From an optimization exercise on the open Yosys and OpenROAD flow, aimed at small area, a short achievable clock period and few clock cycles; shortcuts taken in it are not production practice.
At most, simulation tests tie the RTL to the original design; equivalence was not proved.
Function not checked in run 2: the RTL went through the layout flow alone.

### flow/constraint.sdc
create_clock -name core_clock -period 25.0 [get_ports {clk}]
set_input_delay 5.0000 -clock core_clock [delete_from_list [all_inputs] [get_ports {clk}]]
set_output_delay 5.0000 -clock core_clock [all_outputs]
set_load 0.01 [all_outputs]
### flow/run.sh
#!/bin/bash
# synth_recipe.tcl (not shown) runs the flow's synth.tcl, then flattens the netlist and writes it again
# the make line also repeats each setting of config.mk as NAME=value (left out here)
make -C /OpenROAD-flow-scripts/flow DESIGN_CONFIG=/design/flow/config.mk WORK_HOME=/design/flow/orfs CLKGATE_MAP_FILE= SYNTH_SCRIPT=/design/flow/synth_recipe.tcl finish
### flow/config.mk
export PLATFORM = sky130hd
export DESIGN_NAME = ex_top
export DESIGN_NICKNAME = ex_top
export VERILOG_FILES = /design/flow/design.v
export SDC_FILE = /design/flow/constraint.sdc
export NUM_CORES = 4
export LEC_CHECK = 0
export CAP_MARGIN = 20
export CORE_MARGIN = 2
export CORE_UTILIZATION = 40
export SLEW_MARGIN = 20
### flow/design.v
package ex_pkg;
    localparam int REG_ADDR_W = 5;
    localparam int DATA_W_DEF = 32;
    typedef logic [REG_ADDR_W-1:0] reg_addr_t;
    typedef enum logic [4:0] {
        OP_OR,
        OP_AND,
        OP_NOR,
        OP_XOR,
        OP_SLL,
        OP_SRL,
        OP_SRA,
        OP_ADD,
        OP_ADDU,
        OP_SUB,
        OP_SUBU,
        OP_SLT,
        OP_SLTU,
        OP_CLZ,
        OP_CLO,
        OP_MULT,
        OP_MULTU,
        OP_MUL,
        OP_MFHI,
        OP_MFLO,
        OP_MTHI,
        OP_MTLO
    } alu_op_t;
    typedef enum logic [1:0] {
        RES_LOGIC_SHIFT,
        RES_ARITH,
        RES_MOVE,
        RES_MUL
    } res_sel_t;
endpackage
`timescale 1ns/1ns
module ex_logic_shift #(
    parameter int DATA_W = ex_pkg::DATA_W_DEF
) (
    input  ex_pkg::alu_op_t   op_i,
    input  logic [DATA_W-1:0] opa_i,
    input  logic [DATA_W-1:0] opb_i,
    output logic [DATA_W-1:0] logic_o,
    output logic [DATA_W-1:0] shift_o
);
    localparam int SH_W = $clog2(DATA_W);
    logic [SH_W-1:0]   shamt;
    logic              left;
    logic              fill;
    logic [DATA_W-1:0] src;
    logic [DATA_W-1:0] rsh;
    function automatic logic [DATA_W-1:0] reverse(input logic [DATA_W-1:0] v);
        for (int i = 0; i < DATA_W; i++)
            reverse[i] = v[DATA_W-1-i];
    endfunction
    always_comb
    begin
        case (op_i[1:0])
            2'd0:    logic_o = opa_i | opb_i;
            2'd1:    logic_o = opa_i & opb_i;
            2'd2:    logic_o = ~(opa_i | opb_i);
            default: logic_o = opa_i ^ opb_i;
        endcase
    end
    assign shamt   = opa_i[SH_W-1:0];
    assign left    = (op_i == ex_pkg::OP_SLL);
    assign fill    = (op_i == ex_pkg::OP_SRA) && opb_i[DATA_W-1];
    assign src     = left ? reverse(opb_i) : opb_i;
    assign rsh     = DATA_W'($signed({fill, src}) >>> shamt);
    assign shift_o = left ? reverse(rsh) : rsh;
endmodule
`timescale 1ns/1ns
module ex_arith #(
    parameter int DATA_W = ex_pkg::DATA_W_DEF
) (
    input  ex_pkg::alu_op_t   op_i,
    input  logic [DATA_W-1:0] opa_i,
    input  logic [DATA_W-1:0] opb_i,
    output logic [DATA_W-1:0] sum_o,
    output logic              lt_o,
    output logic [5:0]        clz_o,
    output logic              ovf_o
);
    localparam int MSB = DATA_W - 1;
    logic              sub_en;
    logic [DATA_W-1:0] addend;
    logic [DATA_W:0]   sum_full;
    logic              ovf_raw;
    logic [DATA_W-1:0] clz_src;
    function automatic logic [5:0] lzc32(input logic [31:0] v);
        logic [4:0] n;
        logic [31:0] x;
        x = v;
        n = '0;
        if (x[31:16] == '0) begin n[4] = 1'b1; x = {x[15:0], 16'd0}; end
        if (x[31:24] == '0) begin n[3] = 1'b1; x = {x[23:0], 8'd0}; end
        if (x[31:28] == '0) begin n[2] = 1'b1; x = {x[27:0], 4'd0}; end
        if (x[31:30] == '0) begin n[1] = 1'b1; x = {x[29:0], 2'd0}; end
        if (!x[31])         begin n[0] = 1'b1; end
        lzc32 = (v == '0) ? 6'd32 : {1'b0, n};
    endfunction
    assign sub_en = (op_i == ex_pkg::OP_SUB) || (op_i == ex_pkg::OP_SUBU) ||
                    (op_i == ex_pkg::OP_SLT) || (op_i == ex_pkg::OP_SLTU);
    assign addend   = sub_en ? ~opb_i : opb_i;
    assign sum_full = {1'b0, opa_i} + {1'b0, addend} + {{DATA_W{1'b0}}, sub_en};
    assign sum_o    = sum_full[MSB:0];
    assign ovf_raw = (opa_i[MSB] == addend[MSB]) && (sum_o[MSB] != opa_i[MSB]);
    assign lt_o = (op_i == ex_pkg::OP_SLT) ? (sum_o[MSB] ^ ovf_raw) : !sum_full[DATA_W];
    assign ovf_o = ((op_i == ex_pkg::OP_ADD) || (op_i == ex_pkg::OP_SUB)) && ovf_raw;
    assign clz_src = (op_i == ex_pkg::OP_CLO) ? ~opa_i : opa_i;
    assign clz_o   = lzc32(clz_src);
endmodule
`timescale 1ns/1ns
module ex_mul_iter #(
    parameter int DATA_W = ex_pkg::DATA_W_DEF
) (
    input  logic [DATA_W-1:0] a_i,       
    input  logic              signed_i,  
    input  logic [3:0]        one_i,     
    input  logic [3:0]        two_i,     
    input  logic [3:0]        neg_i,     
    input  logic              first_i,   
    input  logic              corr_i,    
    input  logic [31:0]       acc_i,     
    output logic [39:0]       v_o
);
    logic [32:0] a33;
    logic [31:0] accg;
    logic [3:0]  neg;
    logic [39:0] row [6];
    logic [39:0] s1, c1, s2, c2, s3, c3, s4, c4, s5, c5;
    function automatic logic [33:0] booth_pp(input logic one, input logic two, input logic n, input logic [32:0] a);
        logic [33:0] sel;
        sel = two ? {a, 1'b0} : (one ? {a[32], a} : 34'd0);
        booth_pp = n ? ~sel : sel;
    endfunction
    assign a33  = {signed_i & a_i[DATA_W-1], a_i};
    assign accg = first_i ? 32'd0 : acc_i;
    assign neg  = neg_i;
    always_comb
    begin
        logic [33:0] p;
        for (int j = 0; j < 4; j++)
        begin
            p = booth_pp(one_i[j], two_i[j], neg_i[j], a33);
            row[j] = 40'({~p[33], p[32:0]}) << (2 * j);
        end
        row[4] = 40'({~accg[31], accg[30:0]});
        row[5] = {corr_i ? a_i : 32'd0, 1'b0, neg[3], 1'b0, neg[2], 1'b0, neg[1], 1'b0, neg[0]};
    end
    localparam logic [39:0] K = 40'h55_8000_0000;
    assign s1 = row[0] ^ row[1] ^ row[2];
    assign c1 = ((row[0] & row[1]) | (row[0] & row[2]) | (row[1] & row[2])) << 1;
    assign s2 = row[3] ^ row[4] ^ K;
    assign c2 = ((row[3] & row[4]) | (row[3] & K) | (row[4] & K)) << 1;
    assign s3 = s1 ^ c1 ^ s2;
    assign c3 = ((s1 & c1) | (s1 & s2) | (c1 & s2)) << 1;
    assign s4 = s3 ^ c3 ^ c2;
    assign c4 = ((s3 & c3) | (s3 & c2) | (c3 & c2)) << 1;
    assign s5 = s4 ^ c4 ^ row[5];
    assign c5 = ((s4 & c4) | (s4 & row[5]) | (c4 & row[5])) << 1;
    assign v_o = s5 + c5;
endmodule
`timescale 1ns/1ns
module ex_ctrl #(
    parameter int DATA_W = ex_pkg::DATA_W_DEF
) (
    input  logic                clk,
    input  logic                reset_i,
    input  logic                in_valid_i,
    output logic                in_ready_o,
    input  ex_pkg::alu_op_t     aluop_i,
    input  logic [DATA_W-1:0]   reg1_i,
    input  logic [DATA_W-1:0]   reg2_i,
    input  ex_pkg::reg_addr_t   wd_i,
    input  logic                wreg_i,
    output logic                out_valid_o,
    input  logic                out_ready_i,
    output ex_pkg::reg_addr_t   wd_o,
    output logic                wreg_o,
    output logic [DATA_W-1:0]   wdata_o,
    output logic                overflow_o,
    output ex_pkg::alu_op_t     op_o,
    output logic [DATA_W-1:0]   opa_o,
    output logic [DATA_W-1:0]   opb_o,
    input  logic [DATA_W-1:0]   logic_i,
    input  logic [DATA_W-1:0]   shift_i,
    input  logic [DATA_W-1:0]   sum_i,
    input  logic                lt_i,
    input  logic [5:0]          clz_i,
    input  logic                ovf_i,
    output logic                mul_signed_o,
    output logic [3:0]          mul_one_o,
    output logic [3:0]          mul_two_o,
    output logic [3:0]          mul_neg_o,
    output logic                mul_first_o,
    output logic                mul_corr_o,
    output logic [31:0]         mul_acc_o,
    input  logic [39:0]         mul_v_i
);
    localparam int RW = DATA_W + 7;    
    logic              in_v;
    ex_pkg::alu_op_t   op_q;
    logic [DATA_W-1:0] a_q;
    logic [DATA_W-1:0] b_q;
    ex_pkg::reg_addr_t wd_q;
    logic              wreg_q;
    logic [1:0]        cnt_q;
    logic [11:0]       bsel_q;      
    logic              in_ready_q;
    logic              sk_v;
    logic [RW-1:0]     sk_q;
    logic [RW-1:0]     out_q;
    logic [DATA_W-1:0] hi_q;
    logic [DATA_W-1:0] lo_q;
    logic              accept;
    logic              is_mul;
    logic              mul_last;
    logic              done;
    logic              fire;
    logic              out_free;
    logic              in_v_next;
    logic              sk_v_next;
    logic              done_next;
    logic              step;
    logic [DATA_W-1:0] mul_lo;
    logic [DATA_W-1:0] res;
    logic [RW-1:0]     res_w;
    function automatic logic [11:0] booth_enc(input logic [7:0] c, input logic prev);
        logic [2:0] t;
        for (int j = 0; j < 4; j++)
        begin
            t = {c[2*j+1], c[2*j], (j == 0) ? prev : c[2*j-1]};
            booth_enc[j]     = t[1] ^ t[0];
            booth_enc[4 + j] = (t[2] & ~t[1] & ~t[0]) | (~t[2] & t[1] & t[0]);
            booth_enc[8 + j] = t[2];
        end
    endfunction
    function automatic logic op_is_mul(input ex_pkg::alu_op_t op);
        op_is_mul = (op == ex_pkg::OP_MULT) || (op == ex_pkg::OP_MULTU) || (op == ex_pkg::OP_MUL);
    endfunction
    assign in_ready_o = in_ready_q;
    assign accept     = in_valid_i && in_ready_q;
    assign is_mul   = op_is_mul(op_q);
    assign mul_last = (cnt_q == 2'd3);
    assign done     = !is_mul || mul_last;
    assign fire     = in_v && done && !sk_v;
    assign step     = in_v && is_mul && !mul_last && !sk_v;
    assign out_free = !out_valid_o || out_ready_i;
    assign op_o  = op_q;
    assign opa_o = a_q;
    assign opb_o = b_q;
    assign mul_signed_o = (op_q != ex_pkg::OP_MULTU);
    assign {mul_neg_o, mul_two_o, mul_one_o} = bsel_q;
    assign mul_first_o  = (cnt_q == 2'd0);
    assign mul_corr_o   = mul_last && (op_q == ex_pkg::OP_MULTU) && b_q[7];
    assign mul_acc_o    = sk_q[32:1];
    assign mul_lo       = {mul_v_i[7:0], b_q[DATA_W-1:8]};
    always_comb
    begin
        case (op_q)
            ex_pkg::OP_OR, ex_pkg::OP_AND, ex_pkg::OP_NOR, ex_pkg::OP_XOR:
                res = logic_i;
            ex_pkg::OP_SLL, ex_pkg::OP_SRL, ex_pkg::OP_SRA:
                res = shift_i;
            ex_pkg::OP_ADD, ex_pkg::OP_ADDU, ex_pkg::OP_SUB, ex_pkg::OP_SUBU:
                res = sum_i;
            ex_pkg::OP_SLT, ex_pkg::OP_SLTU:
                res = {{(DATA_W-1){1'b0}}, lt_i};
            ex_pkg::OP_CLZ, ex_pkg::OP_CLO:
                res = {{(DATA_W-6){1'b0}}, clz_i};
            ex_pkg::OP_MULT, ex_pkg::OP_MULTU, ex_pkg::OP_MUL:
                res = mul_last ? mul_lo : mul_v_i[39:8];
            ex_pkg::OP_MFHI:
                res = hi_q;
            ex_pkg::OP_MFLO:
                res = lo_q;
            default:
                res = '0;
        endcase
    end
    assign res_w = {wd_q, wreg_q && !ovf_i, res, ovf_i};
    assign {wd_o, wreg_o, wdata_o, overflow_o} = out_q;
    assign in_v_next = accept || (in_v && !fire);
    assign sk_v_next = sk_v ? !out_free : (fire && !out_free);
    assign done_next = accept ? !op_is_mul(aluop_i) : (!is_mul || mul_last || (cnt_q == 2'd2 && step));
    always_ff @(posedge clk)
    begin
        if (reset_i)
        begin
            in_v        <= 1'b0;
            in_ready_q  <= 1'b1;
            out_valid_o <= 1'b0;
            sk_v        <= 1'b0;
        end
        else
        begin
            in_v        <= in_v_next;
            in_ready_q  <= !in_v_next || (done_next && !sk_v_next);
            out_valid_o <= sk_v || fire || (out_valid_o && !out_ready_i);
            sk_v        <= sk_v_next;
        end
    end
    always_ff @(posedge clk)
    begin
        if (accept)
        begin
            op_q    <= aluop_i;
            a_q     <= reg1_i;
            wd_q    <= wd_i;
            wreg_q  <= wreg_i;
        end
    end
    always_ff @(posedge clk)
    begin
        if (accept)
        begin
            b_q     <= reg2_i;
            cnt_q   <= 2'd0;
            bsel_q  <= booth_enc(reg2_i[7:0], 1'b0);
        end
        else if (step)
        begin
            b_q     <= mul_lo;
            cnt_q   <= cnt_q + 2'd1;
            bsel_q  <= booth_enc(b_q[15:8], b_q[7]);
        end
    end
    always_ff @(posedge clk)
    begin
        if (out_free)
            out_q <= sk_v ? sk_q : res_w;
        if (!sk_v)
            sk_q <= res_w;
    end
    always_ff @(posedge clk)
    begin
        if (reset_i)
        begin
            hi_q <= '0;
            lo_q <= '0;
        end
        else if (fire)
        begin
            case (op_q)
                ex_pkg::OP_MTHI: hi_q <= a_q;
                ex_pkg::OP_MTLO: lo_q <= a_q;
                ex_pkg::OP_MULT, ex_pkg::OP_MULTU:
                begin
                    hi_q <= mul_v_i[39:8];
                    lo_q <= mul_lo;
                end
                default: ;
            endcase
        end
    end
endmodule
`timescale 1ns/1ns
module ex_top #(
    parameter int DATA_W = ex_pkg::DATA_W_DEF
) (
    input  logic              clk,
    input  logic              reset_i,
    input  logic              in_valid_i,
    output logic              in_ready_o,
    input  ex_pkg::alu_op_t   aluop_i,
    input  logic [DATA_W-1:0] reg1_i,
    input  logic [DATA_W-1:0] reg2_i,
    input  ex_pkg::reg_addr_t wd_i,
    input  logic              wreg_i,
    output logic              out_valid_o,
    input  logic              out_ready_i,
    output ex_pkg::reg_addr_t wd_o,
    output logic              wreg_o,
    output logic [DATA_W-1:0] wdata_o,
    output logic              overflow_o
);
    ex_pkg::alu_op_t     op;
    logic [DATA_W-1:0]   opa;
    logic [DATA_W-1:0]   opb;
    logic [DATA_W-1:0]   logic_res;
    logic [DATA_W-1:0]   shift_res;
    logic [DATA_W-1:0]   sum;
    logic                lt;
    logic [5:0]          clz;
    logic                ovf;
    logic                mul_signed;
    logic [3:0]          mul_one;
    logic [3:0]          mul_two;
    logic [3:0]          mul_neg;
    logic                mul_first;
    logic                mul_corr;
    logic [31:0]         mul_acc;
    logic [39:0]         mul_v;
    ex_ctrl #(.DATA_W(DATA_W)) u_ctrl (
        .clk          (clk),
        .reset_i      (reset_i),
        .in_valid_i   (in_valid_i),
        .in_ready_o   (in_ready_o),
        .aluop_i      (aluop_i),
        .reg1_i       (reg1_i),
        .reg2_i       (reg2_i),
        .wd_i         (wd_i),
        .wreg_i       (wreg_i),
        .out_valid_o  (out_valid_o),
        .out_ready_i  (out_ready_i),
        .wd_o         (wd_o),
        .wreg_o       (wreg_o),
        .wdata_o      (wdata_o),
        .overflow_o   (overflow_o),
        .op_o         (op),
        .opa_o        (opa),
        .opb_o        (opb),
        .logic_i      (logic_res),
        .shift_i      (shift_res),
        .sum_i        (sum),
        .lt_i         (lt),
        .clz_i        (clz),
        .ovf_i        (ovf),
        .mul_signed_o (mul_signed),
        .mul_one_o    (mul_one),
        .mul_two_o    (mul_two),
        .mul_neg_o    (mul_neg),
        .mul_first_o  (mul_first),
        .mul_corr_o   (mul_corr),
        .mul_acc_o    (mul_acc),
        .mul_v_i      (mul_v)
    );
    ex_logic_shift #(.DATA_W(DATA_W)) u_logic_shift (
        .op_i    (op),
        .opa_i   (opa),
        .opb_i   (opb),
        .logic_o (logic_res),
        .shift_o (shift_res)
    );
    ex_arith #(.DATA_W(DATA_W)) u_arith (
        .op_i  (op),
        .opa_i (opa),
        .opb_i (opb),
        .sum_o (sum),
        .lt_o  (lt),
        .clz_o (clz),
        .ovf_o (ovf)
    );
    ex_mul_iter #(.DATA_W(DATA_W)) u_mul (
        .a_i      (opa),
        .signed_i (mul_signed),
        .one_i    (mul_one),
        .two_i    (mul_two),
        .neg_i    (mul_neg),
        .first_i  (mul_first),
        .corr_i   (mul_corr),
        .acc_i    (mul_acc),
        .v_o      (mul_v)
    );
endmodule
==> impl_metrics.yaml, run 1 <==
grt:
  met3_usage_pct: 9.82
  antenna_found_initial: 7
  gr-total-overflow: 0
  grt_usage_pct: 36.0
  grt_start_max_net_pins: 82
  grt_pass1_wl_um: 173000
  met1_usage_pct: 47.1
  grt_busiest_layer: "met2"
  grt_pass1_vias: 24180
  grt.met2_usage_pct: 53.8
placement:
  dpl.hpwl_um: 90000
  port_buffers: 119
  globalplace.congestion: 1.06
  dp_slack_ns: 17.46
  dpl.cell_count: 3845
  dpl_cell_area_um2: 27800
setup_path:
  reg2reg_from: "u_ctrl.bsel_q[1]"
  crit_arrival_ns: 7.64
  crit_start: "u_ctrl.bsel_q[1]"
  endpoint_kind: "flop"
  required_ns: 25.31
  critPathMaxFanout: 29
  crit_type: "reg -> reg"
  startpoint_type: "flop"
drt:
  final_antenna_net_count: 0
  wl_um: 122000
  drt_iter0_markers: 3674
  drc: 0
  vias: 25174
  wl_per_cell_um: 31.2
  avgViaCountPerCell: 6.45
  firstDrtPassIters: 10
cells_and_area:
  drive_gt1_share_pct: 7.63
  mostFrequentLayoutCells: "nand2_1, inv_1, xnor2_1"
  final_common_cell: "nand2_1"
  fillCellCount: 6109
  final_cell_area_um2: 28800
  multi_input_area_um2: 17900
  register_area_um2: 5850
  num-nets-final: 3421
  fin_cells: 3903
  area_growth_syn_to_layout_pct: 12.4
status:
  status: "timing/DRC/antenna clean"
yosys:
  synth_nets: 3409
  synth_seq_cells: 231
  yosysUniqueCellTypes: 88
  synth_ff_type: "edfxtp_1"
  yosys_warnings: 5
  synth_area_um2: 25600
  synth_edf_count: 122
  yosysSeqAreaShare_pct: 22.8
  syn_inst: 3019
  async_reset_ff_share_pct: 0
  syn_avg_cell_area_um2: 8.49
timing:
  period_share_pct: 29.3
  finalHoldViolCount: 0
  fin_crit_ns: 7.33
  tightest_slew_ns: 1.20
  clock.fmax_mhz: 136
  slew_viol_final: 0
  tns_ns: 0
  setup_viol: 0
  setup_ws_ns: 17.67
  slew_headroom_pct: 20.2
  rsz0062_at_grt: "no"
  worst_clock_skew_ns: 0.0276
die:
  num_rows: 92
  io_pins: 120
  initial_core_util_pct: 40.5
  die_w_um: 257
  dieArea_um2: 66100
  die_y_um: 257
  core-area_um2: 63200
clock_network:
  ctsHoldBuffers: 0
  cts_num_sinks: 231
  numCtsBuffers: 30
  cts_buffer_depth: 3
  htreeDepth: 1
  post_cts_buffers: 0
  clockRootBuffer: "clkbuf_16"
  clk_pin_slew_ns: 0.06
  insertion_delay_ns: 0.62
  cts_tree: "yes"
  ctsResizeCount: 0
min_path:
  min_from: "u_ctrl.sk_q[38]"
  hold_path_class: "reg -> reg"
job:
  maxCapViolCount: 0
## worst max-delay path, stage by stage, from the launching register on
cell and delay, ns:
edfxtp_1 0.70, nor2b_2 0.24, buf_4 0.38, a22oi_1 0.15, xnor2_1 0.18, fa_1 0.54, inv_1 0.05, fa_1 0.49
fa_1 0.43, fa_1 0.50, inv_1 0.05, ha_1 0.35, a21oi_1 0.34, o211ai_1 0.19, nand3_1 0.17, a21oi_1 0.18
o21a_1 0.23, nor2_1 0.15, xor2_1 0.44, o21ai_0 0.21, a2111oi_0 0.87, nor2_1 0.18
## registers in the layout (all words and copies together), names as in the netlist
register / count
u_ctrl.op_q: 5
u_ctrl.bsel_q: 11
u_ctrl.b_q: 29
u_ctrl.cnt_q: 2
u_ctrl.out_q: 39
u_ctrl.wd_q: 5
u_ctrl.sk_v: 1
u_ctrl.in_v: 1
u_ctrl.out_valid_o: 1
u_ctrl.wreg_q: 1
u_ctrl.a_q: 32
u_ctrl.lo_q: 32
u_ctrl.in_ready_q: 1
u_ctrl.sk_q: 39
u_ctrl.hi_q: 32
## area by class of cell
class	count	area share (%)
Clock inverter	21	0.826
Antenna cell	2	0.0174
Multi-Input combinational cell	2262	62.1
Tap cell	846	3.68
Timing Repair Buffer	210	6.49
Clock buffer	35	2.75
Sequential cell	231	20.3
Inverter	296	3.87
## per-stage QoR
stage / hold slack [ns] / utilization (%)
6_report: 0.472 / 45.6
4_1_cts: 0.476 / 45.5
3_5_place_dp: 0.463 / 43.9
5_1_grt: 0.489 / 45.5
2_1_floorplan: 0.436 / -
3_3_place_gp: 0.452 / 43.9
## per-layer routing
metal  wire (µm)  share of wire [%]
met1       47500                 39
met2       51100                 42
met3       15000                 12
met4        8020                6.6
met5          29              0.024
## path summary, 6_finish.rpt
path | end | cells past startpoint | slack [ns]
worst max-delay path | u_ctrl.out_q[12] | 21 | 17.67
worst min-delay path | u_ctrl.sk_q[38] | 1 | 0.47
worst max register to register | u_ctrl.out_q[12] | 21 | 17.67
worst min register to register | u_ctrl.sk_q[38] | 1 | 0.47
## synth_stat cells, drive strengths merged (109+ instances only)
cell      n  area share, %
nand2   300            4.4
inv     293            4.3
xnor2   206            7.0
a21oi   198            3.9
clkbuf  189            2.8
o21ai   187            3.7
ha      183            8.9
nor2    183            2.7
fa      128             10
a22oi   127            3.7
edfxtp  122             14
dfxtp   109            8.5
## logic make-up after synthesis
logic type | share of synthesized area (%)
mux | 6.74
buf+inv | 7.76
fa+ha+maj | 18.9
flops | 22.8
xor+xnor | 8.00
compound gates | 22.1
simple gates | 13.7
Testbench counts, summed over its fixed seeds: cycles 6,532.
==> inputs of run 2 (changes only) <==
--- a/flow/design.v
+++ b/flow/design.v
@@ -303,7 +303,7 @@
     end
     always_ff @(posedge clk)
     begin
-        if (accept)
+        if (in_ready_q)
         begin
             op_q    <= aluop_i;
             a_q     <= reg1_i;
@@ -313,7 +313,7 @@
     end
     always_ff @(posedge clk)
     begin
-        if (accept)
+        if (in_ready_q)
         begin
             b_q     <= reg2_i;
             cnt_q   <= 2'd0;
==> flow/flow/run.sh (new file) <==
#!/bin/bash
# The standard layout, with repair_timing aiming at a shorter path than the
# 25 ns clock needs (a larger setup slack margin); constraints are unchanged.
set -euo pipefail
bash standard.sh SETUP_SLACK_MARGIN=18.5 finish > standard_flow.log 2>&1
==> flow/standard.sh (new file) <==
#!/bin/bash
# synth_recipe.tcl (not shown) runs the flow's synth.tcl, then flattens the netlist and writes it again
# the make line also repeats each setting of config.mk as NAME=value (left out here)
make -C /OpenROAD-flow-scripts/flow DESIGN_CONFIG=/design/flow/config.mk WORK_HOME=/design/flow/orfs CLKGATE_MAP_FILE= SYNTH_SCRIPT=/design/flow/synth_recipe.tcl "${@:-finish}"
removed: flow/run.sh
==> run 2 against run 1 <==
- worst setup slack better by 0.86 ns
- global-route usage is 0.13 points higher
- hold slack better by 0.0018 ns
- clock skew is 0.014 ns lower
- final cell count is 0.74% lower
- area after synthesis is 0.65% lower
- non-clock buffer count is 33 higher
- die area is 0.64% lower
- sequential share of layout area is 0.44 points lower
- routed wire length is 0.89% higher
==> impl_metrics.yaml, run 2 <==
status:
  status: "timing/DRC/antenna clean"
yosys:
  synth_nets: 3342
  yosysUniqueCellTypes: 83
  yosysSeqAreaShare_pct: 23.0
  synth.top_cells.by_count: "nand2_1, inv_1, xnor2_1, clkbuf_1, ha_1"
  synth_area_um2: 25500
  synth.top_cell.area_share_pct: 14.4
  yosysMostFrequentCell: "nand2_1"
  synthTopCellsByArea: "edfxtp_1, fa_1, ha_1, dfxtp_1, xnor2_1"
  synth_edf_count: 122
  syn_avg_cell_area_um2: 8.62
  syn_inst: 2952
  yosys_warnings: 5
  synth_top_area_cell: "edfxtp_1"
  synth_ff_type: "edfxtp_1"
  synth_seq_cells: 231
  async_reset_ff_share_pct: 0
timing:
  slew_headroom_pct: 23.7
  setup_viol: 0
  clock.fmax_mhz: 154
  finalHoldViolCount: 0
  setup_ws_ns: 18.52
  period_share_pct: 25.9
  slew_viol_final: 0
  tightest_slew_ns: 1.13
  worst_clock_skew_ns: 0.0134
  fin_crit_ns: 6.48
  tns_ns: 0
  rsz0062_at_grt: "yes"
die:
  num_rows: 92
  die_w_um: 256
  io_pins: 120
  die_y_um: 256
  initial_core_util_pct: 40.4
  core-area_um2: 63000
  dieArea_um2: 65700
grt:
  grt_pass1_wl_um: 174000
  antenna_found_initial: 6
  grt_start_max_net_pins: 109
  grt_pass1_vias: 24393
  grt_usage_pct: 36.1
  gr-total-overflow: 0
setup_path:
  reg2reg_from: "u_ctrl.op_q[0]"
  crit_arrival_ns: 6.79
  crit_type: "reg -> reg"
  reg2reg_slack_ns: 18.52
  startpoint_type: "flop"
  cp_slowest_cell: "a2111oi_0"
  required_ns: 25.31
  ff2ff_path_depth: 15
  endpoint_kind: "flop"
  critPathMostFrequentCell: "a41oi_1"
  critPathMaxFanout: 108
  crit_path_max_incr_delay_ns: 0.92
  crit_path_cell_trace: "buf_12, o21a_1, or3_2, buf_4, xnor2_1, ha_1, a21o_1, a31o_2, a2111oi_0, a31oi_1, a41oi_1, a21oi_1, a211oi_1, nand3b_1, a41oi_1"
  r2r_end: "u_ctrl.out_q[1]"
placement:
  dp_slack_ns: 17.50
  dpl.hpwl_um: 89700
  port_buffers: 119
  globalplace.congestion: 1.06
cells_and_area:
  area_growth_syn_to_layout_pct: 15.7
  utilization_pct: 46.8
  num-nets-final: 3390
  drive_gt1_share_pct: 11.2
  mostFrequentLayoutCells: "nand2_1, inv_1, xnor2_1"
  final_common_cell: "nand2_1"
  reg_top3: "u_ctrl.out_q: 39 flops, u_ctrl.sk_q: 39 flops"
clock_network:
  cts_tree: "yes"
  cts_num_sinks: 231
  ctsHoldBuffers: 0
  insertion_delay_ns: 0.60
  clk_pin_slew_ns: 0.06
  cts_buffer_depth: 3
  clockRootBuffer: "clkbuf_16"
  htreeDepth: 1
  numCtsBuffers: 31
drt:
  drc: 0
  wl_per_cell_um: 31.7
  final_antenna_net_count: 0
  drt_iter0_markers: 3471
  wl_met1_um: 46900
  vias: 25045
  firstDrtPassIters: 10
  top_layer: "met5"
  avgViaCountPerCell: 6.46
  wl_um: 123000
  wl_met3_um: 14800
  route.met2.wl_um: 52300
job:
  maxCapViolCount: 0
min_path:
  hold_path_class: "reg -> reg"
  hold_end: "u_ctrl.sk_q[34]"
  holdPathStages: 1
  min_from: "u_ctrl.sk_q[34]"
[run 2: cell count changes after synthesis, sizes merged, moves of 8 or more]
| cell | previous run | this run |
|---|---|---|
| a21oi | 198 | 162 |
| nor3 | 44 | 54 |
| o221ai | 21 | 11 |
| a21o | 42 | 51 |
| nand2 | 300 | 288 |
| a211oi | 34 | 42 |
| mux2i | 60 | 51 |
| nor2 | 183 | 164 |
[run 2: worst max-delay path by stage]
stage	from	to	slack, ns	depth (start not counted)
floorplan	u_ctrl.a_q[4]	u_ctrl.out_q[32]	18.56	23
global placement	u_ctrl.bsel_q[8]	u_ctrl.out_q[32]	17.51	18
detailed placement	u_ctrl.bsel_q[8]	u_ctrl.out_q[32]	17.50	18
CTS	u_ctrl.a_q[5]	u_ctrl.out_q[32]	18.43	22
global route	u_ctrl.bsel_q[4]	u_ctrl.out_q[32]	18.40	23
finish	u_ctrl.op_q[0]	u_ctrl.out_q[1]	18.52	15
[run 2: area by class of cell]
class,count,area (µm²)
diodes,4,10.0
clock buffers,33,793
clock inverters,24,199
fillers,6102,33500
inverters,289,1090
multi-input cells,2204,18100
flip-flops and latches,231,5850
well taps,846,1060
repair buffers,243,2350
[run 2: timing repair]
action,in CTS,in global routing
pin swaps,3,15
cloned,0,2
endpoints found under the setup margin,100,63
buffers inserted,16,12
resized for setup,68,72
[run 2: cells by family (layout without fill, tap and decap cells)]
family / after synthesis / count (layout) / share of synthesized area [%]
mux: 116 / 116 / 7.18
fa+ha+maj: 311 / 311 / 19.1
compound gates: 813 / 813 / 21.6
buf+inv: 517 / 589 / 7.71
simple gates: 722 / 722 / 13.2
flops: 231 / 231 / 23.0
xor+xnor: 242 / 242 / 8.33
other cells: 0 / 4 / 0
[run 2: routing by layer]
metal,GRT usage [%],vias up
met2,54.2,1749
met1,46.3,12327
met4,20.7,2
met5,0,-
met3,10.4,370
li1,-,10597
[run 2: worst max-delay path, delay by kind of cell (launching register included)]
| kind | cells | cell delay, ns |
|---|---|---|
| AOI/OAI and AO/OA | 9 | 3.72 |
| and+or+nand+nor | 2 | 0.76 |
| buffers and inverters | 2 | 0.55 |
| DFF | 1 | 0.41 |
| adders and majority gates | 1 | 0.39 |
| xor gates and xnor gates | 1 | 0.20 |
[run 2: stage by stage]
step | hold slack, ns | area [µm²] | instances
floorplan | 0.436 | 25500 | 2952
global placement | 0.452 | 27600 | 3783
detailed placement | 0.464 | 27600 | 3783
CTS | 0.478 | 29000 | 3856
global route | 0.487 | 29400 | 3870
finish | 0.474 | 29400 | 3874

port drivers added, routing unchanged:
Ports are ideal in the flow. The routed layouts listed here were re-timed in OpenROAD.
Step 1: set_driving_cell puts a clkbuf_16 on clk and a buf_2 on each other input, an assumption about the parent block.
Step 2 moves the port delays by t, midway between the first and last clock arrival at a register: inputs arrive t later, outputs are due t later. That takes back most of the time a late clock gives input paths.
Slacks: ideal ports / drivers / drivers and shift; pairs: ideal ports / drivers.
| run | shift t [ns] | setup slack, ns | hold WS [ns] |
|---|---|---|---|
| run 1 | 0.664 | 17.666 / 17.666 / 17.439 | 0.472 / 0.472 / 0.472 |
| run 2 | 0.647 | 18.522 / 18.479 / 18.051 | 0.474 / 0.474 / 0.474 |
After both steps setup and hold are still met in every run listed. For run 2, which loses most, drivers alone change the setup slack by -0.043 ns; drivers and shift together by -0.471 ns.
